Source: an optimization exercise on an open RTL-to-GDS flow (aim: small area, a short achievable clock period and few clock cycles per item). Production flows keep margins and buffers that such runs may drop. At most, simulation tests tie the RTL to the original design; equivalence was not proved. No functional check of the RTL was part of runs 1 and 3.

File: flow/config.mk
export PLATFORM = sky130hd
export DESIGN_NAME = md_unit
export DESIGN_NICKNAME = md_unit
export VERILOG_FILES = /design/flow/design.v
export SDC_FILE = /design/flow/constraint.sdc
export NUM_CORES = 4
export LEC_CHECK = 0
export CAP_MARGIN = 20
export CORE_MARGIN = 2
export CORE_UTILIZATION = 40
export SLEW_MARGIN = 20
File: flow/constraint.sdc
create_clock -name core_clock -period 130.0 [get_ports {clk}]
set_input_delay 26.0000 -clock core_clock [delete_from_list [all_inputs] [get_ports {clk}]]
set_output_delay 26.0000 -clock core_clock [all_outputs]
set_load 0.01 [all_outputs]
File: flow/design.v
package mdu_pkg;
  localparam int CNT_W = 4;
  localparam int MULT_CYCLES_DEF = 5;
  localparam int DIV_CYCLES_DEF = 10;
  localparam logic [3:0] MD_NOP   = 4'd0;
  localparam logic [3:0] MD_MULT  = 4'd1;
  localparam logic [3:0] MD_MULTU = 4'd2;
  localparam logic [3:0] MD_DIV   = 4'd3;
  localparam logic [3:0] MD_DIVU  = 4'd4;
  localparam logic [3:0] MD_MTHI  = 4'd5;
  localparam logic [3:0] MD_MTLO  = 4'd6;
  localparam logic [3:0] MD_MADD  = 4'd7;
  localparam logic [3:0] MD_MADDU = 4'd8;
  localparam logic [3:0] MD_MSUB  = 4'd9;
  localparam logic [3:0] MD_MSUBU = 4'd10;
endpackage
  function automatic logic is_madd_op(input logic [3:0] op);
    is_madd_op = 1'b0;
  endfunction
  function automatic logic is_mul_op(input logic [3:0] op);
    is_mul_op = op == mdu_pkg::MD_MULT || op == mdu_pkg::MD_MULTU || is_madd_op(op);
  endfunction
  function automatic logic is_div_op(input logic [3:0] op);
    is_div_op = op == mdu_pkg::MD_DIV || op == mdu_pkg::MD_DIVU;
  endfunction
  function automatic logic is_signed_op(input logic [3:0] op);
    is_signed_op = op == mdu_pkg::MD_MULT || op == mdu_pkg::MD_DIV ||
                   op == mdu_pkg::MD_MADD || op == mdu_pkg::MD_MSUB;
  endfunction
module md_row (
  input  logic [32:0] a,
  input  logic [34:0] b,
  input  logic        cin,
  input  logic        div,
  input  logic        msel,
  output logic [34:0] o,
  output logic        sel
);
  logic [34:0] s;
  assign s = {a[32], a[32], a} + b + {34'd0, cin};
  assign sel = div ? ~s[34] : msel;
  assign o = sel ? s : {a[32], a[32], a};
endmodule
module md_lzc (
  input  logic [31:0] v,
  output logic [5:0]  n
);
  always_comb begin
    n = 6'd32;
    for (int i = 0; i < 32; i++) begin
      if (v[i]) n = 6'(31 - i);
    end
  end
endmodule
module md_unit (
  input  logic        clk,
  input  logic        reset_n,
  input  logic        start,
  input  logic [3:0]  op,
  input  logic [31:0] a,
  input  logic [31:0] b,
  output logic        busy,
  output logic [31:0] hi,
  output logic [31:0] lo
);
  function automatic logic is_madd_op(input logic [3:0] op);
    is_madd_op = 1'b0;
  endfunction
  function automatic logic is_mul_op(input logic [3:0] op);
    is_mul_op = op == mdu_pkg::MD_MULT || op == mdu_pkg::MD_MULTU || is_madd_op(op);
  endfunction
  function automatic logic is_div_op(input logic [3:0] op);
    is_div_op = op == mdu_pkg::MD_DIV || op == mdu_pkg::MD_DIVU;
  endfunction
  function automatic logic is_signed_op(input logic [3:0] op);
    is_signed_op = op == mdu_pkg::MD_MULT || op == mdu_pkg::MD_DIV ||
                   op == mdu_pkg::MD_MADD || op == mdu_pkg::MD_MSUB;
  endfunction
  localparam int K = 4;             
  localparam int NC = 32 / K;       
  localparam int NM = 16 / K;       
  localparam logic [1:0] S_MUL = 2'd0, S_DIV = 2'd1, S_FIX = 2'd2, S_MC = 2'd3;
  logic [1:0]  st;
  logic        first;
  logic [3:0]  cnt;
  logic [32:0] x;       
  logic        hx;
  logic        bprev;
  logic        sg;
  logic        mcorr;
  logic        qneg, rneg;
  logic        sgn_in;
  assign sgn_in = is_signed_op(op);
  logic        is_div, dfirst;
  assign is_div = st == S_DIV || st == S_FIX;
  assign dfirst = is_div && first;
  logic [31:0] nb_in, neg_lo, neg_nb;
  assign nb_in  = first ? x[31:0] : hi;
  assign neg_lo = -lo;
  assign neg_nb = -nb_in;
  logic        na, nd;
  logic [31:0] n_abs, d_abs;
  logic [5:0]  lzn, lzd;
  logic [6:0]  steps;         
  logic        q0;
  logic [3:0]  dcyc;          
  assign na = sg & lo[31];
  assign nd = sg & x[32];
  assign n_abs = na ? neg_lo : lo;
  assign d_abs = nd ? neg_nb : x[31:0];
  md_lzc u_lzn (.v(n_abs), .n(lzn));
  md_lzc u_lzd (.v(d_abs), .n(lzd));
  assign steps = {1'b0, lzd} - {1'b0, lzn} + 7'd1;
  assign q0 = steps[6] || steps == 7'd0 || n_abs == 32'd0;
  assign dcyc = 4'((steps + 7'(K - 1)) / K);
  logic [31:0] lo_e;      
  logic [32:0] bsrc;
  logic [32:0] ra [0:K];
  logic [34:0] ro [0:K-1];
  logic [K-1:0] rsel;
  logic [63:0] al;
  logic [2:0] dsh;       
  assign dsh = 3'(4'(NC) - dcyc);
  assign al = {32'd0, n_abs} << {dsh, 2'b00};
  assign lo_e = dfirst ? al[31:0] : lo;
  assign bsrc = dfirst ? ~{1'b0, d_abs} : x;
  assign ra[0] = dfirst ? {al[63:32], al[31]} : (is_div ? {hi, lo[31]} : {hx, hi});
  for (genvar i = 0; i < K; i++) begin : g_row
    logic b2, b1, b0;
    logic neg, two, nz;
    logic [34:0] rb;
    assign b2 = lo[2*i+1];
    assign b1 = lo[2*i];
    if (i == 0) begin : g_p0
      assign b0 = bprev;
    end else begin : g_pi
      assign b0 = lo[2*i-1];
    end
    always_comb begin
      if (is_div) begin
        neg = 1'b0; two = 1'b0; nz = 1'b0;
      end else if (st == S_MC) begin
        neg = 1'b0; two = 1'b0; nz = (i == 0);
      end else begin
        neg = b2 & ~(b1 & b0);
        two = (b2 & ~b1 & ~b0) | (~b2 & b1 & b0);
        nz  = ~((b2 & b1 & b0) | (~b2 & ~b1 & ~b0));
      end
    end
    assign rb = (two ? {bsrc[32], bsrc, 1'b0} : {bsrc[32], bsrc[32], bsrc}) ^ {35{neg}};
    md_row u_row (
      .a(ra[i]), .b(rb), .cin(is_div | neg), .div(is_div), .msel(nz), .o(ro[i]), .sel(rsel[i])
    );
    if (i < K - 1) begin : g_next
      assign ra[i+1] = is_div ? {ro[i][31:0], lo_e[30-i]} : ro[i][34:2];
    end else begin : g_end
      assign ra[i+1] = is_div ? {1'b0, ro[i][31:0]} : ro[i][34:2];
    end
  end
  logic [K-1:0]   qbits;
  logic [2*K-1:0] pbits;
  for (genvar i = 0; i < K; i++) begin : g_bits
    assign qbits[K-1-i] = rsel[i];
    assign pbits[2*i+1:2*i] = ro[i][1:0];
  end
  logic [32:0] acc_o;
  logic [31:0] lo_mul, lo_div;
  assign acc_o  = ra[K];
  assign lo_mul = {pbits, lo[31:2*K]};
  assign lo_div = {lo_e[31-K:0], qbits};
  logic [31:0] mrest_mask, mrest;
  logic        mdone;
  assign mrest_mask = 32'hFFFF_FFFF >> (6'((cnt + 4'd1) * 2 * K));
  assign mrest = lo_mul & mrest_mask;
  assign mdone = lo[2*K-1] ? (mrest == mrest_mask) : (mrest == 32'd0);
  logic [95:0] um;
  logic [63:0] al_m;
  assign um = {{31{acc_o[32]}}, acc_o, lo_mul};
  logic [1:0] msh;       
  assign msh = 2'd3 - cnt[1:0];
  logic [95:0] ums;
  assign ums = um >> {msh, 3'b000};
  assign al_m = ums[63:0];
  logic acc_go;
  assign acc_go = start && !busy;
  always_ff @(posedge clk) begin
    if (acc_go) begin
      if (is_mul_op(op)) begin
        x     <= {sgn_in & a[31], a};
        mcorr <= !sgn_in & b[31];
        hx    <= 1'b0;
        bprev <= 1'b0;
      end else if (is_div_op(op)) begin
        x     <= {sgn_in & b[31], b};
        sg    <= sgn_in;
      end
    end else if (busy) begin
      if (dfirst) begin
        x     <= ~{1'b0, d_abs};
        qneg  <= na ^ nd;
        rneg  <= na;
      end else if (st == S_MUL) begin
        hx    <= acc_o[32];
        bprev <= lo[2*K-1];
      end
    end
  end
  always_ff @(posedge clk or negedge reset_n) begin
    if (!reset_n) begin
      hi    <= '0;
      lo    <= '0;
      busy  <= 1'b0;
      st    <= S_MUL;
      first <= 1'b0;
      cnt   <= 4'd0;
    end else if (!busy) begin
      if (start) begin
        if (is_mul_op(op)) begin
          hi   <= '0;
          lo   <= b;
          busy <= 1'b1;
          st   <= S_MUL;
          cnt  <= 4'd0;
        end else if (is_div_op(op)) begin
          if (b != 32'd0) begin
            lo    <= a;
            busy  <= 1'b1;
            st    <= S_DIV;
            first <= 1'b1;
          end
        end else if (op == mdu_pkg::MD_MTHI) begin
          hi <= a;
        end else if (op == mdu_pkg::MD_MTLO) begin
          lo <= a;
        end
      end
    end else begin
      case (st)
        S_MUL: begin
          cnt <= cnt + 4'd1;
          if (mdone) begin
            {hi, lo} <= al_m;
            if (mcorr) st <= S_MC;
            else busy <= 1'b0;
          end else begin
            hi <= acc_o[31:0];
            lo <= lo_mul;
          end
        end
        S_MC: begin
          hi   <= ro[0][31:0];
          st   <= S_MUL;
          busy <= 1'b0;
        end
        S_DIV: begin
          first <= 1'b0;
          if (dfirst && q0) begin
            hi <= lo;
            lo <= '0;
            busy <= 1'b0;
          end else begin
            hi  <= ro[K-1][31:0];
            lo  <= lo_div;
            cnt <= dfirst ? 4'(NC + 1) - dcyc : cnt + 4'd1;
            if (dfirst ? dcyc == 4'd1 : cnt == 4'(NC - 1)) begin
              if (dfirst ? (na | nd) : (qneg | rneg)) st <= S_FIX;
              else busy <= 1'b0;
            end
          end
        end
        default: begin
          if (rneg) hi <= neg_nb;
          if (qneg) lo <= neg_lo;
          busy <= 1'b0;
        end
      endcase
    end
  end
endmodule
File: flow/run.sh
#!/bin/bash
# synth_recipe.tcl (not shown) runs the flow's synth.tcl, then flattens the netlist and writes it again
# the make line also repeats each setting of config.mk as NAME=value (left out here)
make -C /OpenROAD-flow-scripts/flow DESIGN_CONFIG=/design/flow/config.mk WORK_HOME=/design/flow/orfs CLKGATE_MAP_FILE= SYNTH_SCRIPT=/design/flow/synth_recipe.tcl finish
==> results of run 1 <==
## state kept, by name, indices dropped and copies added, names as in the netlist
register / cells
hx: 1
x: 33
st: 2
rneg: 1
mcorr: 1
qneg: 1
busy: 1
cnt: 4
bprev: 1
hi: 32
sg: 1
first: 1
lo: 32
## per-layer routing
| layer | vias up | part of all wire, % |
|---|---|---|
| li1 | 18600 | - |
| met1 | 20900 | 36 |
| met2 | 3901 | 38 |
| met3 | 1087 | 14 |
| met4 | 18 | 11 |
| met5 | - | 0.12 |
## worst max-delay path, delay by kind of cell (launching register included)
family | cells | cell delay, ns
fa+ha+maj | 8 | 3.29
compound gates | 36 | 15.73
simple gates | 15 | 5.22
mux | 3 | 1.43
flops | 1 | 0.93
xor+xnor | 1 | 0.20
buf+inv | 9 | 2.79
## placed cells by master, fill, tap and decap left out, drive strengths merged, types with 72 or more instances in the layout
| master | n |
|---|---|
| nand3 | 108 |
| ha | 157 |
| a211oi | 81 |
| a21oi | 434 |
| mux2i | 173 |
| nor2 | 418 |
| a31oi | 98 |
| xnor2 | 222 |
| xor2 | 107 |
| nor3 | 131 |
| o211ai | 87 |
| dfrtp | 72 |
| inv | 89 |
| buf | 219 |
| a21o | 93 |
| nand2 | 660 |
| clkdlybuf4s50 | 134 |
| o21ai | 431 |
## final timing paths
check / to / slack [ns] / cells after the start
max in group asynchronous: hi[16] / 103.32 / 2
max reg2reg: hi[2] / 100.08 / 72
min: cnt[3] / 0.56 / 2
min in group asynchronous: st[1] / 25.41 / 1
max: hi[2] / 100.08 / 72
min reg2reg: cnt[3] / 0.56 / 2
## cell usage after synthesis, types with 54 or more instances
cell / number
inv_1: 86
xnor2_1: 217
a31oi_1: 97
o211ai_1: 85
nand2_1: 660
nand3_1: 107
o22ai_1: 59
nor3_1: 123
nand4_1: 60
o21a_1: 58
a21o_1: 93
and3_1: 60
ha_1: 157
xor2_1: 106
a21oi_1: 431
dfrtp_1: 72
clkbuf_1: 295
nor2_1: 415
o31ai_1: 54
o21ai_0: 403
mux2i_1: 173
a211oi_1: 75
## final cells by class
type | instances | area [um2]
timing repair buffer | 353 | 3020
fill | 8763 | 45600
clock buffer | 11 | 243
antenna | 8 | 20.0
multi-input combinational | 4356 | 28700
tap | 1070 | 1340
inverter | 93 | 350
sequential | 111 | 2980
clock inverter | 5 | 40.0
## kinds of logic (layout without fill, tap and decap cells)
| group | count (synthesis) | in the layout | share of synthesized area (%) |
|---|---|---|---|
| buf+inv | 489 | 462 | 5.87 |
| xor+xnor | 329 | 329 | 8.86 |
| simple gates | 1775 | 1775 | 25.4 |
| other cells | 0 | 8 | 0 |
| flops | 111 | 111 | 8.93 |
| fa+ha+maj | 166 | 166 | 6.44 |
| compound gates | 1873 | 1873 | 37.7 |
| mux | 213 | 213 | 6.82 |
## stage by stage
stage               hold slack, ns  utilization (%)  worst slack [ns]
floorplan                    0.471                -            100.78
global placement             0.515             44.1            100.79
detailed placement           0.545             44.1            100.73
CTS                          0.566             44.5            101.12
global route                 0.596             44.5            100.15
finish                       0.564             44.6            100.08
==> impl_metrics.env, run 1 <==
export IMPL_grt_pass1_vias=39500
export IMPL_syn_num_nets=5193
export IMPL_drt_iter0_markers=8029
export IMPL_routedWlPerCell_um=37.7
export IMPL_worst_pin_slew_ns=1.38
export IMPL_synth_area_um2=33300
export IMPL_endpoint_kind="flip-flop"
export IMPL_cp_start_kind="flip-flop"
export IMPL_placed_cells=5981
export IMPL_hold_violations=0
export IMPL_dp_hpwl_um=174000
export IMPL_cpMostUsedCell="buf_4"
export IMPL_io_buffers=135
export IMPL_grtUsageMet3_pct=17.4
export IMPL_synth_area_leaders="nand2_1, a21oi_1, o21ai_0, ha_1, xnor2_1"
export IMPL_finish_net_count=5161
export IMPL_slew_headroom_pct=7.14
export IMPL_clockBufferDepth=2
export IMPL_vias_per_cell=7.42
export IMPL_coreArea_um2=82200
export IMPL_die_y_um=293
export IMPL_syn_inst=4956
export IMPL_clock_sinks=111
export IMPL_synth_area_leader_cell="nand2_1"
export IMPL_overflow=0
export IMPL_dieArea_um2=85600
export IMPL_num_rows=105
export IMPL_synth_top_area_share_pct=7.44
export IMPL_hold_buffers=0
export IMPL_tns_ns=0
export IMPL_vias=44600
export IMPL_ys_warn_count=5
export IMPL_ioPinCount=136
export IMPL_area_growth_pct=10.1
export IMPL_remaining_drc_errors=0
export IMPL_cts_root_buf="clkbuf_16"
export IMPL_cts_buffers=9
export IMPL_clkSlewWorstSetupHoldPaths_ns=0.09
export IMPL_drive_gt1_share_pct=9.11
export IMPL_r2r_start="first"
export IMPL_drt_pass1_iter_count=10
export IMPL_arrival_ns=30.24
export IMPL_rsz0062_at_grt="no"
export IMPL_seq_area_frac_synth_pct=8.93
export IMPL_grt_max_degree=129
export IMPL_required_ns=130.32
export IMPL_clock_skew_ns=0.0181
export IMPL_top_usage_layer="met2"
export IMPL_fp_dieW_um=293
export IMPL_synth_async_reset_ratio_pct=64.9
export IMPL_grt_pass1_wl_um=313000
export IMPL_place_area_um2=36300
export IMPL_yosys_register_bits=111
export IMPL_post_cts_resized=0
export IMPL_avgSynthCellArea_um2=6.72
export IMPL_drv_cap=0
export IMPL_use_met1_pct=62.6
export IMPL_cts_max_level=3
export IMPL_use_met2_pct=70.6
export IMPL_ys_types=123
export IMPL_synth_ff_type="dfrtp_1"
export IMPL_start_util_pct=40.5
export IMPL_hold_start="cnt[3]"
export IMPL_cts_setup_buffers=0
export IMPL_outcome="timing/DRC/antenna clean"
export IMPL_cp_slowest_cell="a2111oi_2"
export IMPL_fin_crit_sh_pct=23.0
export IMPL_gp_congestion=1.10
export IMPL_postRouteAntennaNets=0
export IMPL_worstPathMaxFanout=62
export IMPL_clkLatencyLatePin_ns=0.41
export IMPL_min_period_ns=29.92
export IMPL_holdCritPathClass="reg2reg"
export IMPL_cts_tree="built"
export IMPL_grt_usage_pct=50.8
export IMPL_slowest_delay_ns=1.19
export IMPL_crit_start="first"
export IMPL_drt_wl_total_um=227000
export IMPL_synth_edf_count=39
export IMPL_finalMaxSlewViolations=0
export IMPL_antenna_found_initial=12
export IMPL_layoutNonFillerInstCount=6007
export IMPL_fmax_ghz=0.0334
export IMPL_path_class="reg2reg"
export IMPL_setup_viol=0
export IMPL_stdcell_area_um2=36700
==> run 2: changes to the inputs <==
--- a/flow/design.v
+++ b/flow/design.v
@@ -46,10 +46,28 @@
   output logic [5:0]  n
 );
-  always_comb begin
-    n = 6'd32;
-    for (int i = 0; i < 32; i++) begin
-      if (v[i]) n = 6'(31 - i);
-    end
-  end
+  logic [15:0] z1;  logic [15:0] c1;
+  logic [7:0]  z2;  logic [15:0] c2;
+  logic [3:0]  z3;  logic [11:0] c3;
+  logic [1:0]  z4;  logic [7:0]  c4;
+  logic        z5;  logic [4:0]  c5;
+  for (genvar g = 0; g < 16; g++) begin : g_l1
+    assign z1[g] = ~v[2*g+1] & ~v[2*g];
+    assign c1[g] = ~v[2*g+1];
+  end
+  for (genvar g = 0; g < 8; g++) begin : g_l2
+    assign z2[g] = z1[2*g+1] & z1[2*g];
+    assign c2[2*g+1:2*g] = z1[2*g+1] ? {1'b1, c1[2*g]} : {1'b0, c1[2*g+1]};
+  end
+  for (genvar g = 0; g < 4; g++) begin : g_l3
+    assign z3[g] = z2[2*g+1] & z2[2*g];
+    assign c3[3*g+2:3*g] = z2[2*g+1] ? {1'b1, c2[4*g+1:4*g]} : {1'b0, c2[4*g+3:4*g+2]};
+  end
+  for (genvar g = 0; g < 2; g++) begin : g_l4
+    assign z4[g] = z3[2*g+1] & z3[2*g];
+    assign c4[4*g+3:4*g] = z3[2*g+1] ? {1'b1, c3[6*g+2:6*g]} : {1'b0, c3[6*g+5:6*g+3]};
+  end
+  assign z5 = z4[1] & z4[0];
+  assign c5 = z4[1] ? {1'b1, c4[3:0]} : {1'b0, c4[7:4]};
+  assign n = z5 ? 6'd32 : {1'b0, c5};
 endmodule
 module md_unit (
@@ -85,8 +103,10 @@
   logic [3:0]  cnt;
   logic [32:0] x;       
+  logic [31:0] areg;    
   logic        hx;
   logic        bprev;
   logic        sg;
   logic        mcorr;
+  logic        dcin;
   logic        qneg, rneg;
   logic        sgn_in;
@@ -95,23 +115,31 @@
   assign is_div = st == S_DIV || st == S_FIX;
   assign dfirst = is_div && first;
-  logic [31:0] nb_in, neg_lo, neg_nb;
-  assign nb_in  = first ? x[31:0] : hi;
-  assign neg_lo = -lo;
-  assign neg_nb = -nb_in;
-  logic        na, nd;
-  logic [31:0] n_abs, d_abs;
+  logic [31:0] na_in, cn_a, cn_hi;
+  logic        na_s;
+  assign na_in = first ? areg : lo;
+  assign na_s  = first ? na : qneg;
+  assign cn_a  = (na_in ^ {32{na_s}}) + {31'd0, na_s};
+  assign cn_hi = (hi ^ {32{rneg}}) + {31'd0, rneg};
+  logic        na, nd, dz;
+  logic [31:0] n_abs;
   logic [5:0]  lzn, lzd;
   logic [6:0]  steps;         
   logic        q0;
   logic [3:0]  dcyc;          
-  assign na = sg & lo[31];
-  assign nd = sg & x[32];
-  assign n_abs = na ? neg_lo : lo;
-  assign d_abs = nd ? neg_nb : x[31:0];
-  md_lzc u_lzn (.v(n_abs), .n(lzn));
-  md_lzc u_lzd (.v(d_abs), .n(lzd));
+  logic [63:0] al_d;
+  assign na = sg & areg[31];
+  assign nd = x[32];
+  assign dz = x[31:0] == 32'd0;
+  assign n_abs = cn_a;
+  logic [5:0] lzn_raw;
+  md_lzc u_lzn (.v(areg ^ {32{na}}), .n(lzn_raw));
+  assign lzn = lzn_raw - {5'd0, na};
+  md_lzc u_lzd (.v(x[31:0] ^ {32{nd}}), .n(lzd));
   assign steps = {1'b0, lzd} - {1'b0, lzn} + 7'd1;
-  assign q0 = steps[6] || steps == 7'd0 || n_abs == 32'd0;
-  assign dcyc = 4'((steps + 7'(K - 1)) / K);
+  assign q0 = steps[6] || steps == 7'd0;
+  assign dcyc = (steps > 7'd32) ? 4'(NC) : 4'((steps + 7'(K - 1)) / K);
+  logic [2:0] dsh;       
+  assign dsh = 3'(4'(NC) - dcyc);
+  assign al_d = {32'd0, n_abs} << {dsh, 2'b00};
   logic [31:0] lo_e;      
   logic [32:0] bsrc;
@@ -119,11 +147,9 @@
   logic [34:0] ro [0:K-1];
   logic [K-1:0] rsel;
-  logic [63:0] al;
-  logic [2:0] dsh;       
-  assign dsh = 3'(4'(NC) - dcyc);
-  assign al = {32'd0, n_abs} << {dsh, 2'b00};
-  assign lo_e = dfirst ? al[31:0] : lo;
-  assign bsrc = dfirst ? ~{1'b0, d_abs} : x;
-  assign ra[0] = dfirst ? {al[63:32], al[31]} : (is_div ? {hi, lo[31]} : {hx, hi});
+  logic        rcin;
+  assign lo_e = dfirst ? al_d[31:0] : lo;
+  assign bsrc = x ^ {33{dfirst & ~nd}};
+  assign rcin = dfirst ? ~nd : dcin;
+  assign ra[0] = dfirst ? {al_d[63:32], al_d[31]} : (is_div ? {hi, lo[31]} : {hx, hi});
   for (genvar i = 0; i < K; i++) begin : g_row
     logic b2, b1, b0;
@@ -150,5 +176,6 @@
     assign rb = (two ? {bsrc[32], bsrc, 1'b0} : {bsrc[32], bsrc[32], bsrc}) ^ {35{neg}};
     md_row u_row (
-      .a(ra[i]), .b(rb), .cin(is_div | neg), .div(is_div), .msel(nz), .o(ro[i]), .sel(rsel[i])
+      .a(ra[i]), .b(rb), .cin(is_div ? rcin : neg), .div(is_div), .msel(nz), .o(ro[i]),
+      .sel(rsel[i])
     );
     if (i < K - 1) begin : g_next
@@ -171,17 +198,19 @@
   logic [31:0] mrest_mask, mrest;
   logic        mdone;
+  logic [63:0] al_m;
   assign mrest_mask = 32'hFFFF_FFFF >> (6'((cnt + 4'd1) * 2 * K));
   assign mrest = lo_mul & mrest_mask;
   assign mdone = lo[2*K-1] ? (mrest == mrest_mask) : (mrest == 32'd0);
-  logic [95:0] um;
-  logic [63:0] al_m;
+  logic [1:0]  msh;       
+  logic [95:0] um, ums;
+  assign msh = mdone ? 2'd3 - cnt[1:0] : 2'd0;
   assign um = {{31{acc_o[32]}}, acc_o, lo_mul};
-  logic [1:0] msh;       
-  assign msh = 2'd3 - cnt[1:0];
-  logic [95:0] ums;
   assign ums = um >> {msh, 3'b000};
   assign al_m = ums[63:0];
   logic acc_go;
   assign acc_go = start && !busy;
+  always_ff @(posedge clk) begin
+    areg <= a;
+  end
   always_ff @(posedge clk) begin
     if (acc_go) begin
@@ -197,5 +226,6 @@
     end else if (busy) begin
       if (dfirst) begin
-        x     <= ~{1'b0, d_abs};
+        x     <= bsrc;
+        dcin  <= ~nd;
         qneg  <= na ^ nd;
         rneg  <= na;
@@ -223,10 +253,7 @@
           cnt  <= 4'd0;
         end else if (is_div_op(op)) begin
-          if (b != 32'd0) begin
-            lo    <= a;
-            busy  <= 1'b1;
-            st    <= S_DIV;
-            first <= 1'b1;
-          end
+          busy  <= 1'b1;
+          st    <= S_DIV;
+          first <= 1'b1;
         end else if (op == mdu_pkg::MD_MTHI) begin
           hi <= a;
@@ -239,11 +266,8 @@
         S_MUL: begin
           cnt <= cnt + 4'd1;
+          {hi, lo} <= al_m;
           if (mdone) begin
-            {hi, lo} <= al_m;
             if (mcorr) st <= S_MC;
             else busy <= 1'b0;
-          end else begin
-            hi <= acc_o[31:0];
-            lo <= lo_mul;
           end
         end
@@ -255,10 +279,12 @@
         S_DIV: begin
           first <= 1'b0;
-          if (dfirst && q0) begin
-            hi <= lo;
-            lo <= '0;
+          if (dfirst && dz) begin
+            busy <= 1'b0;
+          end else if (dfirst && q0) begin
+            hi   <= areg;
+            lo   <= '0;
             busy <= 1'b0;
           end else begin
-            hi  <= ro[K-1][31:0];
+            hi  <= ra[K][31:0];
             lo  <= lo_div;
             cnt <= dfirst ? 4'(NC + 1) - dcyc : cnt + 4'd1;
@@ -270,6 +296,6 @@
         end
         default: begin
-          if (rneg) hi <= neg_nb;
-          if (qneg) lo <= neg_lo;
+          hi <= cn_hi;
+          lo <= cn_a;
           busy <= 1'b0;
         end
==> run 2 against run 1 <==
Synthesized cell count shrank 4.9%. Die area shrank 3.0%. Area after synthesis shrank 3.0%. Highest routed layer unchanged. Via count shrank 8.2%. Critical path type is now in2reg. Critical endpoint is now hi[9]. Non-clock buffer count shrank 54. Maximum frequency grew 4.6%. Final area shrank 3.1%. Clock skew is essentially flat.
==> impl_metrics.env, run 2 <==
export IMPL_outcome="timing/DRC/antenna clean"
export IMPL_clock_skew_ns=0.0185
export IMPL_grt_pass1_wl_um=288000
export IMPL_path_class="in2reg"
export IMPL_dp_hpwl_um=160000
export IMPL_holdPathStages=2
export IMPL_synth_edf_count=40
export IMPL_seq_area_frac_synth_pct=11.3
export IMPL_final_cell_mix="nand2_1, nor2_1, a21oi_1"
export IMPL_rr_endpoint="lo[25]"
export IMPL_ys_warn_count=4
export IMPL_place_area_um2=34800
export IMPL_grt_max_degree=92
export IMPL_setup_ws_ns=101.41
export IMPL_synth_area_um2=32300
export IMPL_coreArea_um2=80300
export IMPL_grt_pass1_vias=36200
export IMPL_arrival_ns=28.93
export IMPL_synthMostInstantiatedCell="nand2_1"
export IMPL_yosys_register_bits=144
export IMPL_rsz0062_at_grt="no"
export IMPL_syn_inst=4711
export IMPL_synth_async_reset_ratio_pct=50.0
export IMPL_tns_ns=0
export IMPL_required_ns=130.34
export IMPL_synth_area_leaders="nand2_1, ha_1, a21oi_1, xor2_1, dfrtp_1"
export IMPL_post_cts_resized=0
export IMPL_clkSlewWorstSetupHoldPaths_ns=0.07
export IMPL_drt_iter0_markers=7020
export IMPL_finish_net_count=4894
export IMPL_drt_pass1_iter_count=10
export IMPL_drt_wl_total_um=212000
export IMPL_ys_types=111
export IMPL_min_period_ns=28.59
export IMPL_die_y_um=288
export IMPL_hold_path_end="cnt[3]"
export IMPL_post_place_ws_ns=101.02
export IMPL_area_growth_pct=10.1
export IMPL_setup_viol=0
export IMPL_r2r_start="sg"
export IMPL_drv_cap=0
export IMPL_dieArea_um2=83000
export IMPL_holdCritPathClass="reg2reg"
export IMPL_finish_utilization_pct=44.3
export IMPL_cts_root_buf="clkbuf_16"
export IMPL_cts_max_level=4
export IMPL_stdcell_area_um2=35500
export IMPL_synth_area_leader_cell="nand2_1"
export IMPL_layout_commonest_cell="nand2_1"
export IMPL_routedWlPerCell_um=36.8
export IMPL_num_rows=104
export IMPL_hold_violations=0
export IMPL_postRouteAntennaNets=0
export IMPL_regMostFlops="x"
export IMPL_slew_headroom_pct=11.3
export IMPL_grt_usage_pct=49.2
export IMPL_worst_pin_slew_ns=1.32
export IMPL_rr_worst_depth=77
export IMPL_cts_tree="built"
export IMPL_clockBufferDepth=2
export IMPL_vias_per_cell=7.12
export IMPL_start_util_pct=40.2
export IMPL_gp_congestion=1.08
export IMPL_placed_cells=5693
export IMPL_io_buffers=135
export IMPL_layoutNonFillerInstCount=5745
export IMPL_synth_top_area_share_pct=6.81
export IMPL_synthTopCellsByCount="nand2_1, nor2_1, a21oi_1, clkbuf_1, o21ai_0"
export IMPL_syn_num_nets=4950
export IMPL_vias=40900
export IMPL_overflow=0
export IMPL_clkLatencyLatePin_ns=0.46
export IMPL_cts_setup_buffers=0
export IMPL_finalMaxSlewViolations=0
export IMPL_remaining_drc_errors=0
export IMPL_fp_dieW_um=288
export IMPL_hold_buffers=0
export IMPL_ff2ff_setup_slack_ns=102.42
export IMPL_ioPinCount=136
export IMPL_largest_reg_flops=33
export IMPL_cts_buffers=17
export IMPL_endpoint_kind="flip-flop"
export IMPL_worstPathMaxFanout=27
export IMPL_fin_crit_sh_pct=22.0
export IMPL_antenna_found_initial=18
export IMPL_cp_start_kind="input pin"
export IMPL_clock_sinks=144
export IMPL_hold_start="cnt[3]"
export IMPL_holdWs_ns=0.563
export IMPL_fmax_ghz=0.0350
export IMPL_drive_gt1_share_pct=7.99
export IMPL_synth_ff_type="dfrtp_1"
export IMPL_avgSynthCellArea_um2=6.85
## run 2: cell types whose count changed after synthesis, moves of 20 or more
| cell | previous run | this run |
|---|---|---|
| nand2_1 | 660 | 586 |
| xnor2_1 | 217 | 153 |
| nand3_1 | 107 | 130 |
| o21ai_0 | 403 | 288 |
| nand2b_1 | 33 | 61 |
| dfxtp_1 | 0 | 32 |
| nor2_1 | 415 | 465 |
| xor2_1 | 106 | 212 |
| and3_1 | 60 | 40 |
| inv_1 | 86 | 106 |
| a21oi_1 | 431 | 387 |
## run 2: kinds of logic (layout without fill, tap and decap cells)
family / count (synthesis) / in the layout / share of synthesized area [%]
fa+ha+maj: 168 / 168 / 6.72
buf+inv: 487 / 444 / 6.12
xor+xnor: 366 / 366 / 9.97
mux: 214 / 214 / 7.06
simple gates: 1726 / 1726 / 25.2
compound gates: 1606 / 1606 / 33.6
flops: 144 / 144 / 11.3
other cells: 0 / 17 / 0
## run 2: layer usage
layer	GRT usage [%]	vias to the layer above	wire length (um)
met4	28.9	10	15000
met1	64.6	19700	83700
met5	1.25	-	202
li1	-	17400	-
met2	63.4	3202	78000
met3	24.4	640	34800
## run 2: how the worst max path moves through the flow
stage / cells past startpoint / end / from
after floorplan: 5 / x[0] / start
after global routing: 11 / hi[19] / op[1]
after CTS: 13 / hi[9] / op[1]
after detailed placement: 13 / hi[9] / op[1]
final: 13 / hi[9] / op[1]
after global placement: 13 / hi[9] / op[1]
## run 2: critical path, cell delays in order
cell	delay (ns)
clkdlybuf4s50_1	0.61
nor2b_1	0.20
nand2b_1	0.07
a21oi_1	0.34
o21a_1	0.17
buf_4	0.35
nand2b_1	0.12
buf_4	0.23
a221o_1	0.27
a21oi_1	0.20
o31ai_1	0.11
a21oi_1	0.15
a21oi_1	0.09
## run 2: layout make-up
type	instances	area (um2)
clock inverters	14	148
multi-input cells	4080	26900
fillers	8434	44800
well taps	1060	1330
repair buffers	299	2620
flip-flops and latches	144	3650
diodes	17	42.5
inverters	113	428
clock buffers	18	439
Testbench counts of run 2, summed over its fixed seeds: cycles 282,255, ops 80,000.
==> run 3: changes to the inputs <==
--- a/flow/design.v
+++ b/flow/design.v
@@ -98,5 +98,5 @@
   localparam int NC = 32 / K;       
   localparam int NM = 16 / K;       
-  localparam logic [1:0] S_MUL = 2'd0, S_DIV = 2'd1, S_FIX = 2'd2, S_MC = 2'd3;
+  localparam logic [1:0] S_MUL = 2'd0, S_DIV = 2'd1, S_MC = 2'd3;
   logic [1:0]  st;
   logic        first;
@@ -113,12 +113,8 @@
   assign sgn_in = is_signed_op(op);
   logic        is_div, dfirst;
-  assign is_div = st == S_DIV || st == S_FIX;
+  assign is_div = st == S_DIV;
   assign dfirst = is_div && first;
-  logic [31:0] na_in, cn_a, cn_hi;
-  logic        na_s;
-  assign na_in = first ? areg : lo;
-  assign na_s  = first ? na : qneg;
-  assign cn_a  = (na_in ^ {32{na_s}}) + {31'd0, na_s};
-  assign cn_hi = (hi ^ {32{rneg}}) + {31'd0, rneg};
+  logic [31:0] cn_a;
+  assign cn_a = (areg ^ {32{na}}) + {31'd0, na};
   logic        na, nd, dz;
   logic [31:0] n_abs;
@@ -138,5 +134,6 @@
   assign steps = {1'b0, lzd} - {1'b0, lzn} + 7'd1;
   assign q0 = steps[6] || steps == 7'd0;
-  assign dcyc = (steps > 7'd32) ? 4'(NC) : 4'((steps + 7'(K - 1)) / K);
+  assign dcyc = (steps > 7'd32) ? 4'(NC) :
+                (steps <= 7'(K) && (na | nd)) ? 4'd2 : 4'((steps + 7'(K - 1)) / K);
   logic [2:0] dsh;       
   assign dsh = 3'(4'(NC) - dcyc);
@@ -192,8 +189,12 @@
   end
   logic [32:0] acc_o;
-  logic [31:0] lo_mul, lo_div;
+  logic [31:0] lo_mul, lo_div, rem_o, quo_o;
+  logic        dlast;
   assign acc_o  = ra[K];
   assign lo_mul = {pbits, lo[31:2*K]};
   assign lo_div = {lo_e[31-K:0], qbits};
+  assign dlast = !first && cnt == 4'(NC - 1);
+  assign rem_o = (ra[K][31:0] ^ {32{dlast & rneg}}) + {31'd0, dlast & rneg};
+  assign quo_o = (lo_div ^ {32{dlast & qneg}}) + {31'd0, dlast & qneg};
   logic [31:0] mrest_mask, mrest;
   logic        mdone;
@@ -286,18 +287,11 @@
             busy <= 1'b0;
           end else begin
-            hi  <= ra[K][31:0];
-            lo  <= lo_div;
+            hi  <= rem_o;
+            lo  <= quo_o;
             cnt <= dfirst ? 4'(NC + 1) - dcyc : cnt + 4'd1;
-            if (dfirst ? dcyc == 4'd1 : cnt == 4'(NC - 1)) begin
-              if (dfirst ? (na | nd) : (qneg | rneg)) st <= S_FIX;
-              else busy <= 1'b0;
-            end
+            if (dfirst ? dcyc == 4'd1 : cnt == 4'(NC - 1)) busy <= 1'b0;
           end
         end
-        default: begin
-          hi <= cn_hi;
-          lo <= cn_a;
-          busy <= 1'b0;
-        end
+        default: ;
       endcase
     end
==> flow/flow/run.sh (new file) <==
#!/bin/bash
set -uo pipefail
bash standard.sh "BUFFER_PORTS_ARGS=-buffer_cell sky130_fd_sc_hd__buf_4" SETUP_SLACK_MARGIN=102 finish > standard.log 2>&1
==> flow/standard.sh (new file) <==
#!/bin/bash
# synth_recipe.tcl (not shown) runs the flow's synth.tcl, then flattens the netlist and writes it again
# the make line also repeats each setting of config.mk as NAME=value (left out here)
make -C /OpenROAD-flow-scripts/flow DESIGN_CONFIG=/design/flow/config.mk WORK_HOME=/design/flow/orfs CLKGATE_MAP_FILE= SYNTH_SCRIPT=/design/flow/synth_recipe.tcl "${@:-finish}"
removed: flow/run.sh
==> run 3 against run 2 <==
Cell count increased by 1.5%. Setup slack improved by 0.58 ns. Still clean on timing, DRC and antenna. Flip-flop and latch count unchanged. Sequential share of layout area decreased by 0.12 points. Clock-buffer cell count increased by 2. Largest cell class unchanged. Hold slack got worse by 0.024 ns. Utilization decreased by 0.48 points. Die area increased by 2.3%. First-iteration DRC count increased by 15%. Via count increased by 3.3%. Critical endpoint is now hi[18]. Global-route usage decreased by 1.9 points.
==> impl_metrics.env, run 3 <==
export IMPL_finish_net_count=4967
export IMPL_ff2ff_setup_slack_ns=102.63
export IMPL_worstPathMaxFanout=20
export IMPL_outcome="timing/DRC/antenna clean"
export IMPL_ys_warn_count=4
export IMPL_rr_worst_depth=84
export IMPL_ioPinCount=136
export IMPL_slew_headroom_pct=7.12
export IMPL_synth_edf_count=40
export IMPL_holdCritPathClass="reg2reg"
export IMPL_finalMaxSlewViolations=0
export IMPL_cts_buffers=17
export IMPL_drt_iter0_markers=8059
export IMPL_drv_cap=0
export IMPL_synth_area_leaders="a21oi_1, nand2_1, mux2i_1, ha_1, xor2_1"
export IMPL_r2r_start="areg[31]"
export IMPL_synth_ff_type="dfrtp_1"
export IMPL_cts_tree="built"
export IMPL_clkSlewWorstSetupHoldPaths_ns=0.07
export IMPL_synthTopCellsByCount="nand2_1, nor2_1, a21oi_1, o21ai_0, clkbuf_1"
export IMPL_postRouteAntennaNets=0
export IMPL_required_ns=130.31
export IMPL_overflow=0
export IMPL_die_y_um=291
export IMPL_stdcell_area_um2=35900
export IMPL_drt_wl_total_um=211000
export IMPL_dp_hpwl_um=165000
export IMPL_setup_viol=0
export IMPL_seq_area_frac_synth_pct=11.0
export IMPL_hold_violations=0
export IMPL_rsz0062_at_grt="yes"
export IMPL_clkLatencyLatePin_ns=0.47
export IMPL_synth_area_um2=33100
export IMPL_area_growth_pct=8.58
export IMPL_start_util_pct=40.3
export IMPL_gp_congestion=1.12
export IMPL_path_class="in2reg"
export IMPL_min_period_ns=28.01
export IMPL_endpoint_kind="flip-flop"
export IMPL_layout_commonest_cell="nand2_1"
export IMPL_rr_endpoint="hi[18]"
export IMPL_yosys_register_bits=144
export IMPL_regMostFlops="x"
export IMPL_dieArea_um2=85000
export IMPL_fmax_ghz=0.0357
export IMPL_drt_pass1_iter_count=7
export IMPL_synthMostInstantiatedCell="nand2_1"
export IMPL_io_buffers=135
export IMPL_crit_start="op[0]"
export IMPL_fp_dieW_um=291
export IMPL_worst_pin_slew_ns=1.38
export IMPL_final_cell_mix="nand2_1, nor2_1, a21oi_1"
export IMPL_grt_pass1_vias=36700
export IMPL_clock_skew_ns=0.0167
export IMPL_place_area_um2=35100
export IMPL_num_rows=105
export IMPL_fin_crit_sh_pct=21.5
export IMPL_syn_inst=4817
export IMPL_holdWs_ns=0.538
export IMPL_remaining_drc_errors=0
export IMPL_vias=42300
export IMPL_arrival_ns=28.32
export IMPL_ys_types=119
export IMPL_syn_num_nets=5054
export IMPL_grt_usage_pct=47.3
export IMPL_synth_async_reset_ratio_pct=50.0
export IMPL_grt_max_degree=139
export IMPL_coreArea_um2=82000
export IMPL_clockBufferDepth=2
export IMPL_synth_top_area_share_pct=6.60
export IMPL_hold_buffers=0
export IMPL_avgSynthCellArea_um2=6.86
export IMPL_antenna_found_initial=18
export IMPL_cp_endpoint="hi[18]"
export IMPL_layoutNonFillerInstCount=5830
export IMPL_clock_sinks=144
export IMPL_largest_reg_flops=33
export IMPL_synth_area_leader_cell="a21oi_1"
export IMPL_cp_start_kind="input pin"
export IMPL_drive_gt1_share_pct=10.1
export IMPL_cts_root_buf="clkbuf_16"
export IMPL_placed_cells=5777
export IMPL_grt_pass1_wl_um=289000
export IMPL_tns_ns=0
export IMPL_vias_per_cell=7.25
export IMPL_cts_max_level=4
export IMPL_routedWlPerCell_um=36.1
-- run 3: worst min-delay path by stage --
| stage | endpoint | slack (ns) | from | depth (start not counted) |
|---|---|---|---|---|
| floorplan | cnt[3] | 0.47 | cnt[3] | 2 |
| global placement | cnt[3] | 0.52 | cnt[3] | 2 |
| detailed placement | cnt[3] | 0.51 | cnt[3] | 2 |
| CTS | cnt[3] | 0.53 | cnt[3] | 2 |
| global route | cnt[3] | 0.57 | cnt[3] | 2 |
| finish | cnt[3] | 0.54 | cnt[3] | 2 |
-- run 3: through the flow --
step	util [%]	setup WS [ns]
final	43.8	101.99
after global routing	43.7	101.91
after CTS	43.6	101.89
after detailed placement	42.9	101.12
after global placement	42.8	101.19
after floorplan	-	102.10
-- run 3: per-layer routing --
layer	GRT usage, %	vias to the layer above	share of wire, %
met5	1.42	-	0.031
met4	26.1	10	7.0
met3	19.9	659	17
li1	-	17800	-
met1	63.3	20100	39
met2	62.9	3635	38
-- run 3: kinds of logic after synthesis --
kind of cell,after synthesis,synth area share [%]
adder cells (fa/ha/maj),166,6.49
multiplexers,240,7.62
buffers and inverters,455,5.47
XOR/XNOR,400,10.6
AND/OR/NAND/NOR,1751,25.2
AO/OA/AOI/OAI,1661,33.6
flip-flops,144,11.0
-- run 3: final cells by class --
class                           count  area [um2]
Fill cell                        8745       46100
Multi-Input combinational cell   4218       27900
Sequential cell                   144        3640
Timing Repair Buffer              263        2020
Tap cell                         1070        1340
Clock buffer                       20         437
Inverter                           86         329
Clock inverter                     12         156
Antenna cell                       17        42.5
-- run 3: what timing repair did --
action	in CTS	in global routing
buffers inserted	0	1
endpoints found under the hold margin	0	0
endpoints found under the setup margin	10	66
gates cloned	0	1
pin swaps	0	1
resized for setup	4	17
-- run 3: worst max-delay path: stages --
cell,delay (ns)
buf_4,0.13
nand2b_1,0.20
o21ai_0,0.54
nand2_1,0.17
nand2_2,0.39
o2111ai_1,0.23
a311o_1,0.37
a22oi_1,0.18
o31ai_1,0.09
==> run 4: changes to the inputs <==
--- a/flow/design.v
+++ b/flow/design.v
@@ -71,4 +71,22 @@
   assign n = z5 ? 6'd32 : {1'b0, c5};
 endmodule
+module md_cneg (
+  input  logic [31:0] v,
+  input  logic        s,
+  output logic [31:0] o
+);
+  logic [31:0] p [0:5];    
+  assign p[0] = v;
+  for (genvar l = 0; l < 5; l++) begin : g_l
+    for (genvar i = 0; i < 32; i++) begin : g_b
+      if (i >= 2 ** l) begin : g_or
+        assign p[l+1][i] = p[l][i] | p[l][i-2**l];
+      end else begin : g_cp
+        assign p[l+1][i] = p[l][i];
+      end
+    end
+  end
+  assign o = v ^ ({p[5][30:0], 1'b0} & {32{s}});
+endmodule
 module md_unit (
   input  logic        clk,
@@ -116,5 +134,5 @@
   assign dfirst = is_div && first;
   logic [31:0] cn_a;
-  assign cn_a = (areg ^ {32{na}}) + {31'd0, na};
+  md_cneg u_cna (.v(areg), .s(na), .o(cn_a));
   logic        na, nd, dz;
   logic [31:0] n_abs;
@@ -195,6 +213,6 @@
   assign lo_div = {lo_e[31-K:0], qbits};
   assign dlast = !first && cnt == 4'(NC - 1);
-  assign rem_o = (ra[K][31:0] ^ {32{dlast & rneg}}) + {31'd0, dlast & rneg};
-  assign quo_o = (lo_div ^ {32{dlast & qneg}}) + {31'd0, dlast & qneg};
+  md_cneg u_cnr (.v(ra[K][31:0]), .s(dlast & rneg), .o(rem_o));
+  md_cneg u_cnq (.v(lo_div), .s(dlast & qneg), .o(quo_o));
   logic [31:0] mrest_mask, mrest;
   logic        mdone;
==> flow/run.sh (new file) <==
#!/bin/bash
# synth_recipe.tcl (not shown) runs the flow's synth.tcl, then flattens the netlist and writes it again
# the make line also repeats each setting of config.mk as NAME=value (left out here)
make -C /OpenROAD-flow-scripts/flow DESIGN_CONFIG=/design/flow/config.mk WORK_HOME=/design/flow/orfs CLKGATE_MAP_FILE= SYNTH_SCRIPT=/design/flow/synth_recipe.tcl finish
removed: flow/flow/run.sh
removed: flow/standard.sh
==> run 4 against run 3 <==
Critical path depth up 72. Clock-buffer cell count down 1. Setup slack worse by 1.5 ns. Synthesized cell count down 5.3%. Sequential share of layout area up 0.42 points. Largest cell class unchanged. Clock skew about the same. Highest routed layer unchanged. Register-to-register slack worse by 2.2 ns. Still clean. Final area down 4.0%.
==> impl_metrics.env, run 4 <==
export IMPL_r2r_start="sg"
export IMPL_yosys_area_share_adder_pct=6.69
export IMPL_finalMaxSlewViolations=0
export IMPL_final_cell_mix="nand2_1, nor2_1, a21oi_1"
export IMPL_cts_max_level=4
export IMPL_fp_dieW_um=284
export IMPL_ys_warn_count=6
export IMPL_grt_pass1_wl_um=272000
export IMPL_endpoint_kind="flip-flop"
export IMPL_layout_commonest_cell="nand2_1"
export IMPL_cts_tree="built"
export IMPL_start_util_pct=40.4
export IMPL_syn_num_nets=4797
export IMPL_synth_area_um2=31300
export IMPL_min_period_ns=29.55
export IMPL_layoutNonFillerInstCount=5562
export IMPL_yosys_register_bits=144
export IMPL_coreArea_um2=77500
export IMPL_vias=39700
export IMPL_cts_setup_buffers=0
export IMPL_post_place_ws_ns=100.86
export IMPL_ioPinCount=136
export IMPL_rr_endpoint="hi[24]"
export IMPL_dieArea_um2=80600
export IMPL_rsz0062_at_grt="no"
export IMPL_worstPathMaxFanout=44
export IMPL_cts_root_buf="clkbuf_16"
export IMPL_clock_sinks=144
export IMPL_placed_cells=5514
export IMPL_hold_start="dcin"
export IMPL_rr_worst_depth=81
export IMPL_drive_gt1_share_pct=7.58
export IMPL_setup_ws_ns=100.45
export IMPL_path_class="reg2reg"
export IMPL_setup_viol=0
export IMPL_synthTopCellsByCount="nand2_1, nor2_1, a21oi_1, o21ai_0, clkbuf_1"
export IMPL_tns_ns=0
export IMPL_yosys_area_share_simple_pct=24.3
export IMPL_drt_pass1_iter_count=9
export IMPL_finish_utilization_pct=44.5
export IMPL_clock_skew_ns=0.0166
export IMPL_multiInputGateArea_um2=26100
export IMPL_area_growth_pct=10.1
export IMPL_hold_violations=0
export IMPL_cpMostUsedCell="buf_4"
export IMPL_die_y_um=284
export IMPL_hold_buffers=0
export IMPL_slowest_delay_ns=0.93
export IMPL_synth_area_leaders="nand2_1, a21oi_1, xor2_1, mux2i_1, ha_1"
export IMPL_synth_ff_type="dfrtp_1"
export IMPL_synth_xor_area_share_pct=9.87
export IMPL_finish_net_count=4729
export IMPL_place_area_um2=33800
export IMPL_largest_reg_flops=33
export IMPL_cts_buffers=17
export IMPL_postRouteAntennaNets=0
export IMPL_seqCellArea_um2=3650
export IMPL_stdcell_area_um2=34500
export IMPL_synthMuxAreaShare_pct=8.16
export IMPL_drt_iter0_markers=6911
export IMPL_fmax_ghz=0.0338
export IMPL_io_buffers=135
export IMPL_antenna_found_initial=17
export IMPL_outcome="timing/DRC/antenna clean"
export IMPL_num_fill_cells=8178
export IMPL_holdWs_ns=0.564
export IMPL_grt_pass1_vias=35000
export IMPL_ff2ff_setup_slack_ns=100.45
export IMPL_grt_usage_pct=46.9
export IMPL_avgSynthCellArea_um2=6.86
export IMPL_seq_area_frac_synth_pct=11.6
export IMPL_synth_top_family_by_area="compound AO/OA/AOI/OAI gates"
export IMPL_ys_types=110
export IMPL_synthMostInstantiatedCell="nand2_1"
export IMPL_regMostFlops="x"
export IMPL_clockBufferDepth=2
export IMPL_dp_hpwl_um=152000
export IMPL_clkSlewWorstSetupHoldPaths_ns=0.08
export IMPL_gp_congestion=1.14
export IMPL_hold_path_end="dcin"
export IMPL_synth_compound_area_share_pct=33.6
export IMPL_required_ns=130.38
export IMPL_vias_per_cell=7.14
export IMPL_holdCritPathClass="reg2reg"
export IMPL_cp_start_kind="flip-flop"
export IMPL_clkLatencyLatePin_ns=0.48
export IMPL_grt_max_degree=109
export IMPL_num_rows=102
export IMPL_overflow=0
export IMPL_fin_crit_sh_pct=22.7
export IMPL_drv_cap=0
export IMPL_drt_wl_total_um=198000
export IMPL_cp_slowest_cell="mux2i_1"
export IMPL_syn_inst=4564
export IMPL_post_cts_resized=0
export IMPL_synth_top_area_share_pct=7.02
export IMPL_arrival_ns=29.93
export IMPL_synth_area_leader_cell="nand2_1"
export IMPL_synth_edf_count=40
export IMPL_synth_async_reset_ratio_pct=50.0
export IMPL_remaining_drc_errors=0
export IMPL_holdPathStages=1
export IMPL_routedWlPerCell_um=35.5
export IMPL_worst_pin_slew_ns=1.33
export IMPL_slew_headroom_pct=11.4
-- run 4: cell types whose count changed after synthesis, moves of 28 or more --
| cell | change |
|---|---|
| a21o_1 | -35 |
| o21ai_0 | +33 |
| a21oi_1 | -29 |
| and3_1 | -28 |
| xnor2_1 | -54 |
-- run 4: how the worst max path moves through the flow --
stage | from | end | slack [ns] | depth (start not counted)
global placement | op[0] | hi[29] | 100.90 | 11
CTS | op[1] | hi[29] | 101.33 | 11
finish | sg | hi[24] | 100.45 | 81
detailed placement | op[1] | hi[29] | 100.86 | 11
floorplan | op[2] | hi[5] | 101.93 | 11
global route | sg | hi[27] | 99.78 | 81
-- run 4: cell type report --
class / count / share of cell area (%)
multi-input cells: 3968 / 75.8
diodes: 13 / 0.0944
flip-flops and latches: 144 / 10.6
repair buffers: 279 / 7.12
well taps: 1040 / 3.78
inverters: 86 / 0.937
clock buffers: 19 / 1.31
clock inverters: 13 / 0.370
-- run 4: kinds of logic (layout without fill, tap and decap cells) --
| group | count (synthesis) | count (layout) |
|---|---|---|
| AO/OA/AOI/OAI | 1587 | 1587 |
| adder cells (fa/ha/maj) | 162 | 162 |
| buffers and inverters | 452 | 397 |
| flip-flops | 144 | 144 |
| XOR/XNOR | 352 | 352 |
| other | 0 | 13 |
| AND/OR/NAND/NOR | 1637 | 1637 |
| multiplexers | 230 | 230 |
-- run 4: routing by layer --
| metal | track usage, % | up-vias | wire, um |
|---|---|---|---|
| li1 | - | 16900 | - |
| met1 | 61.3 | 19000 | 76300 |
| met2 | 62.0 | 3168 | 74700 |
| met3 | 20.3 | 661 | 31700 |
| met4 | 29.4 | 18 | 14600 |
| met5 | 0.536 | - | 268 |
-- run 4: critical path: cells and delay by family (launching register included) --
family,cells,cell delay [ns]
buffers and inverters,10,3.54
AO/OA/AOI/OAI,35,11.70
AND/OR/NAND/NOR,22,7.01
multiplexers,3,2.11
adder cells (fa/ha/maj),11,4.07
flip-flops,1,0.81
Testbench counts of run 4, summed over its fixed seeds: cycles 278,486, ops 80,000.
==> run 5: changes to the inputs <==
--- a/flow/design.v
+++ b/flow/design.v
@@ -156,5 +156,10 @@
   logic [2:0] dsh;       
   assign dsh = 3'(4'(NC) - dcyc);
-  assign al_d = {32'd0, n_abs} << {dsh, 2'b00};
+  logic [31:0] rot1, rot2, rot3, dmask;
+  assign rot1 = dsh[0] ? {n_abs[27:0], n_abs[31:28]} : n_abs;
+  assign rot2 = dsh[1] ? {rot1[23:0], rot1[31:24]} : rot1;
+  assign rot3 = dsh[2] ? {rot2[15:0], rot2[31:16]} : rot2;
+  assign dmask = ~(32'hFFFF_FFFF << {dsh, 2'b00});
+  assign al_d = {rot3 & dmask, rot3 & ~dmask};
   logic [31:0] lo_e;      
   logic [32:0] bsrc;
==> flow/flow/run.sh (new file) <==
#!/bin/bash
set -uo pipefail
bash standard.sh "BUFFER_PORTS_ARGS=-buffer_cell sky130_fd_sc_hd__buf_4" SETUP_SLACK_MARGIN=102.5 finish > standard.log 2>&1
==> flow/standard.sh (new file) <==
#!/bin/bash
# synth_recipe.tcl (not shown) runs the flow's synth.tcl, then flattens the netlist and writes it again
# the make line also repeats each setting of config.mk as NAME=value (left out here)
make -C /OpenROAD-flow-scripts/flow DESIGN_CONFIG=/design/flow/config.mk WORK_HOME=/design/flow/orfs CLKGATE_MAP_FILE= SYNTH_SCRIPT=/design/flow/synth_recipe.tcl "${@:-finish}"
removed: flow/run.sh
==> run 5 against run 4 <==
Global-route usage rose by 0.82 points. Non-clock buffer count rose by 21. Critical path depth decreased by 74. Sequential share of layout area down 0.15 points. Cell count increased by 1.5%. Flip-flop and latch count did not move. Critical endpoint is now lo[25]. Via count grew 1.6%. Register-to-register slack improved by 2.7 ns. Critical path type is now in2reg. Largest cell class unchanged. Maximum frequency up 7.2%.
==> impl_metrics.env, run 5 <==
export IMPL_num_rows=103
export IMPL_grt_pass1_vias=35800
export IMPL_rsz0062_at_grt="yes"
export IMPL_num_fill_cells=8373
export IMPL_synth_top_area_share_pct=7.21
export IMPL_cts_buffers=17
export IMPL_io_buffers=135
export IMPL_area_growth_pct=10.8
export IMPL_holdPathStages=2
export IMPL_fmax_ghz=0.0363
export IMPL_fin_crit_sh_pct=21.2
export IMPL_clkSlewWorstSetupHoldPaths_ns=0.06
export IMPL_dp_hpwl_um=155000
export IMPL_tns_ns=0
export IMPL_regMostFlops="x"
export IMPL_yosys_register_bits=144
export IMPL_cp_start_kind="input pin"
export IMPL_endpoint_kind="flip-flop"
export IMPL_hold_path_end="cnt[3]"
export IMPL_synthMostInstantiatedCell="nand2_1"
export IMPL_path_class="in2reg"
export IMPL_cts_max_level=4
export IMPL_die_y_um=285
export IMPL_stdcell_area_um2=35000
export IMPL_synth_area_leader_cell="a21oi_1"
export IMPL_arrival_ns=27.88
export IMPL_finish_net_count=4807
export IMPL_largest_reg_flops=33
export IMPL_finalMaxSlewViolations=0
export IMPL_ys_types=114
export IMPL_drt_pass1_iter_count=6
export IMPL_cts_tree="built"
export IMPL_seq_area_frac_synth_pct=11.5
export IMPL_synth_area_um2=31600
export IMPL_top_usage_layer="met2"
export IMPL_worstPathMaxFanout=19
export IMPL_syn_inst=4614
export IMPL_routedWlPerCell_um=36.0
export IMPL_required_ns=130.33
export IMPL_grtUsageMet3_pct=18.5
export IMPL_clock_skew_ns=0.0176
export IMPL_use_met2_pct=64.9
export IMPL_synthTopCellsByCount="nand2_1, nor2_1, a21oi_1, o21ai_0"
export IMPL_r2r_start="areg[31]"
export IMPL_use_met1_pct=63.0
export IMPL_cts_root_buf="clkbuf_16"
export IMPL_postRouteAntennaNets=0
export IMPL_clockBufferDepth=2
export IMPL_start_util_pct=40.2
export IMPL_drive_gt1_share_pct=11.5
export IMPL_avgSynthCellArea_um2=6.84
export IMPL_grt_usage_pct=47.7
export IMPL_ys_warn_count=6
export IMPL_remaining_drc_errors=0
export IMPL_grt_pass1_wl_um=279000
export IMPL_ff2ff_setup_slack_ns=103.13
export IMPL_syn_num_nets=4848
export IMPL_hold_violations=0
export IMPL_synth_area_leaders="a21oi_1, xor2_1, mux2i_1, nand2_1, ha_1"
export IMPL_worst_pin_slew_ns=1.20
export IMPL_dieArea_um2=81200
export IMPL_min_period_ns=27.56
export IMPL_drt_wl_total_um=203000
export IMPL_ioPinCount=136
export IMPL_rr_worst_depth=85
export IMPL_synth_async_reset_ratio_pct=50.0
export IMPL_hold_start="cnt[3]"
export IMPL_synth_ff_type="dfrtp_1"
export IMPL_outcome="timing/DRC/antenna clean"
export IMPL_synth_edf_count=40
export IMPL_slew_headroom_pct=17.5
export IMPL_overflow=0
export IMPL_vias=40400
export IMPL_clkLatencyLatePin_ns=0.46
export IMPL_setup_viol=0
export IMPL_holdCritPathClass="reg2reg"
export IMPL_coreArea_um2=78600
export IMPL_final_cell_mix="nand2_1, nor2_1, a21oi_1"
export IMPL_antenna_found_initial=20
export IMPL_gp_congestion=1.06
export IMPL_fp_dieW_um=285
export IMPL_grt_max_degree=131
export IMPL_drt_iter0_markers=6794
export IMPL_layout_commonest_cell="nand2_1"
export IMPL_rr_endpoint="lo[16]"
export IMPL_place_area_um2=33800
export IMPL_vias_per_cell=7.15
export IMPL_drv_cap=0
export IMPL_clock_sinks=144
==> run 5: routing by layer <==
layer	share of wire, %	routed length, um	vias to the layer above
met5	0.13	263	-
met4	7.3	14900	18
met3	16	31600	669
met2	38	78000	3282
met1	39	78500	19300
li1	-	-	17100
==> run 5: how the worst max path moves through the flow <==
stage                     startpoint     end  depth (start not counted)
after global routing           op[1]  hi[21]                         12
after global placement         op[0]  lo[11]                         10
after detailed placement       op[0]  lo[11]                         10
final                          start  lo[25]                          7
after CTS                      op[1]  hi[21]                         13
after floorplan                op[0]  hi[26]                         11
==> run 5: per-stage QoR <==
step	utilization (%)	cells	hold slack (ns)	setup slack [ns]
floorplan	-	4614	0.495	102.37
global placement	43.0	5581	0.519	101.10
detailed placement	43.0	5581	0.524	101.09
CTS	44.0	5621	0.551	102.50
global route	44.5	5636	0.570	102.40
finish	44.5	5645	0.555	102.44
==> run 5: kinds of logic after synthesis <==
kind of cell	after synthesis	synth area share, %
AOI/OAI and AO/OA	1595	33.2
xor gates and xnor gates	360	9.98
and+or+nand+nor	1655	24.6
DFF	144	11.5
buffers and inverters	454	5.77
adders and majority gates	163	6.67
muxes	243	8.26
==> run 5: timing repair <==
action | CTS | global route
hold buffers | 0 | 0
gates resized for setup | 32 | 47
pin swaps | 1 | 10
setup endpoints to repair | 106 | 70
cloned | 3 | 2
setup buffers | 5 | 12
==> run 5: critical path: stages <==
cell and delay [ns]:
buf_4 0.11, nor2b_4 0.17, nor2_2 0.09, a21oi_4 0.30
nand2_1 0.59, a221oi_1 0.47, a21oi_1 0.13
==> run 5: cell type report <==
| cell class | instances | area [um2] | share of cell area, % |
|---|---|---|---|
| Tap cell | 1050 | 1310 | 3.75 |
| Inverter | 93 | 352 | 1.00 |
| Sequential cell | 144 | 3650 | 10.4 |
| Multi-Input combinational cell | 4017 | 26600 | 76.1 |
| Antenna cell | 9 | 22.5 | 0.0644 |
| Clock buffer | 22 | 474 | 1.36 |
| Timing Repair Buffer | 300 | 2460 | 7.03 |
| Clock inverter | 10 | 86.3 | 0.247 |
Testbench counts of run 5, summed over its fixed seeds: cycles 278,486, ops 80,000.
==> run 6: changes to the inputs <==
--- a/flow/config.mk
+++ b/flow/config.mk
@@ -6,4 +6,5 @@
 export NUM_CORES = 4
 export LEC_CHECK = 0
+export ABC_AREA = 1
 export CAP_MARGIN = 20
 export CORE_MARGIN = 2
==> run 6 against run 5 <==
Setup slack worse by 0.0010 ns. First-iteration DRC count fell by 12%. Synthesized cell count rose by 20%. Die area down 2.4%. Area after synthesis is 2.4% lower. Critical endpoint is now lo[1].
==> impl_metrics.env, run 6 <==
export IMPL_worstPathMaxFanout=6
export IMPL_dieArea_um2=79300
export IMPL_vias_per_cell=6.10
export IMPL_hold_path_end="cnt[2]"
export IMPL_cts_tree="built"
export IMPL_start_util_pct=40.5
export IMPL_finish_net_count=5767
export IMPL_r2r_start="areg[31]"
export IMPL_yosys_register_bits=144
export IMPL_place_area_um2=32600
export IMPL_ys_types=65
export IMPL_ioPinCount=136
export IMPL_cts_root_buf="clkbuf_16"
export IMPL_seq_area_frac_synth_pct=11.8
export IMPL_antenna_found_initial=20
export IMPL_cts_buffers=17
export IMPL_syn_num_nets=5772
export IMPL_path_cells="buf_4"
export IMPL_synth_area_leader_cell="nand2_1"
export IMPL_use_met1_pct=58.0
export IMPL_critPathTopFamily="flip-flops"
export IMPL_avgSynthCellArea_um2=5.56
export IMPL_ff2ff_setup_slack_ns=106.22
export IMPL_synth_async_reset_ratio_pct=50.0
export IMPL_drv_cap=0
export IMPL_setup_viol=0
export IMPL_required_ns=104.00
export IMPL_clock_skew_ns=0.0228
export IMPL_clkLatencyLatePin_ns=0.47
export IMPL_grt_usage_pct=46.3
export IMPL_die_y_um=282
export IMPL_cp_start_kind="flip-flop"
export IMPL_path_class="reg2out"
export IMPL_final_cell_mix="nand2_1, nand3_1, inv_1"
export IMPL_routedWlPerCell_um=28.7
export IMPL_min_period_ns=27.56
export IMPL_clock_sinks=144
export IMPL_coreArea_um2=76100
export IMPL_overflow=0
export IMPL_slew_headroom_pct=26.5
export IMPL_yosys_area_share_adder_pct=6.84
export IMPL_stdcell_area_um2=33600
export IMPL_top_usage_layer="met2"
export IMPL_cp_buffers_inverters=1
export IMPL_cts_max_level=4
export IMPL_rr_worst_depth=110
export IMPL_multiInputGateArea_um2=24100
export IMPL_synth_area_leaders="nand2_1, nand3_1, xor2_1, inv_1, ha_1"
export IMPL_holdWs_ns=0.572
export IMPL_grt_pass1_wl_um=262000
export IMPL_outcome="timing/DRC/antenna clean"
export IMPL_drt_wl_total_um=189000
export IMPL_rr_endpoint="lo[31]"
export IMPL_grt_pass1_vias=35900
export IMPL_hold_violations=0
export IMPL_fp_dieW_um=282
export IMPL_vias=40200
export IMPL_holdPathStages=2
export IMPL_drt_pass1_iter_count=9
export IMPL_dp_hpwl_um=152000
export IMPL_slowest_delay_ns=0.85
export IMPL_synth_edf_count=40
export IMPL_io_buffers=135
export IMPL_synth_area_um2=30800
export IMPL_remaining_drc_errors=0
export IMPL_holdCritPathClass="reg2reg"
export IMPL_largest_reg_flops=33
export IMPL_ys_warn_count=6
export IMPL_synth_top_area_share_pct=20.9
[run 6: changes by cell type after synthesis, sizes merged, moves of 47 or more]
cell    previous run  this run
clkbuf           236       122
nand2            524      1731
a31oi            109        28
mux2i            202         0
nand3            137       782
a21o              66        19
inv               92       535
o21ai            315       419
a21oi            456       297
xnor2            124        64
nor3             125        37
and3              63         3
a211oi            80        15
[run 6: worst max-delay path by stage]
stage / depth (start not counted) / from / end
finish: 1 / lo[1] / lo[1]
global route: 10 / op[1] / lo[5]
CTS: 13 / op[2] / hi[28]
detailed placement: 12 / op[2] / hi[1]
global placement: 12 / op[2] / hi[1]
floorplan: 11 / op[2] / lo[24]
[run 6: final cells by class]
| cell class | instances | area share (%) |
|---|---|---|
| flip-flops and latches | 144 | 10.9 |
| clock buffers | 19 | 1.42 |
| well taps | 1030 | 3.84 |
| clock inverters | 13 | 0.581 |
| diodes | 14 | 0.104 |
| repair buffers | 224 | 5.26 |
| inverters | 540 | 6.08 |
| repair inverters | 1 | 0.0224 |
| multi-input cells | 4605 | 71.8 |
[run 6: cells by family (layout without fill, tap and decap cells)]
| kind of cell | Yosys count | in the layout |
|---|---|---|
| compound gates | 996 | 996 |
| other cells | 0 | 14 |
| xor+xnor | 305 | 305 |
| buf+inv | 790 | 797 |
| flops | 144 | 144 |
| fa+ha+maj | 163 | 163 |
| simple gates | 3140 | 3141 |
[run 6: routing by layer]
metal	routed length [um]	part of all wire, %	vias to the layer above
met3	23000	12	589
met5	92	0.049	-
met2	77000	41	2631
met4	16400	8.7	8
li1	-	-	18400
met1	72400	38	18600
[run 6: timing repair]
action,CTS,global route
resized for setup,9,16
gates cloned,1,2
endpoints found under the hold margin,0,0
setup endpoints to repair,96,102
setup buffers,7,3
hold buffers,0,0
pin swaps,1,1
[run 6: per-stage QoR]
step	setup WS (ns)	instances	util, %
CTS	102.50	6571	43.9
floorplan	102.53	5538	-
global route	102.49	6578	44.1
global placement	101.02	6531	42.9
finish	102.44	6590	44.1
detailed placement	101.04	6531	42.9

## port drivers added, routing unchanged
The flow's constraints put no driver on any port. The routed layouts listed below were extracted and timed again, unchanged, in two steps. Step 1, drivers: a clkbuf_16 drives clk and a buf_2 each remaining input, both assumed. Step 2 moves the port delays by t, midway between the first and last clock arrival at a register: inputs arrive t later, outputs are due t later. That takes back most of the time a late clock gives input paths. a / b / c = ideal ports / drivers / drivers and shift; a / b = the first two.
run	t (ns)	slack for setup (ns)	worst setup path after step 2	cell pins on the clock port's net
run 1	0.457	100.076 / 100.076 / 100.076	register to register	1
run 2	0.512	101.406 / 101.444 / 100.932	input to register	1
run 3	0.525	101.988 / 102.027 / 101.502	input to register	1
run 4	0.533	100.449 / 100.449 / 100.449	register to register	1
run 5	0.515	102.444 / 102.415 / 101.960	input to register	1
run 6	0.520	102.443 / 102.385 / 102.068	input to register	1
After both steps setup and hold are still met in every run listed. For run 3, which loses most, drivers alone change the setup slack by +0.039 ns; drivers and shift together by -0.486 ns.
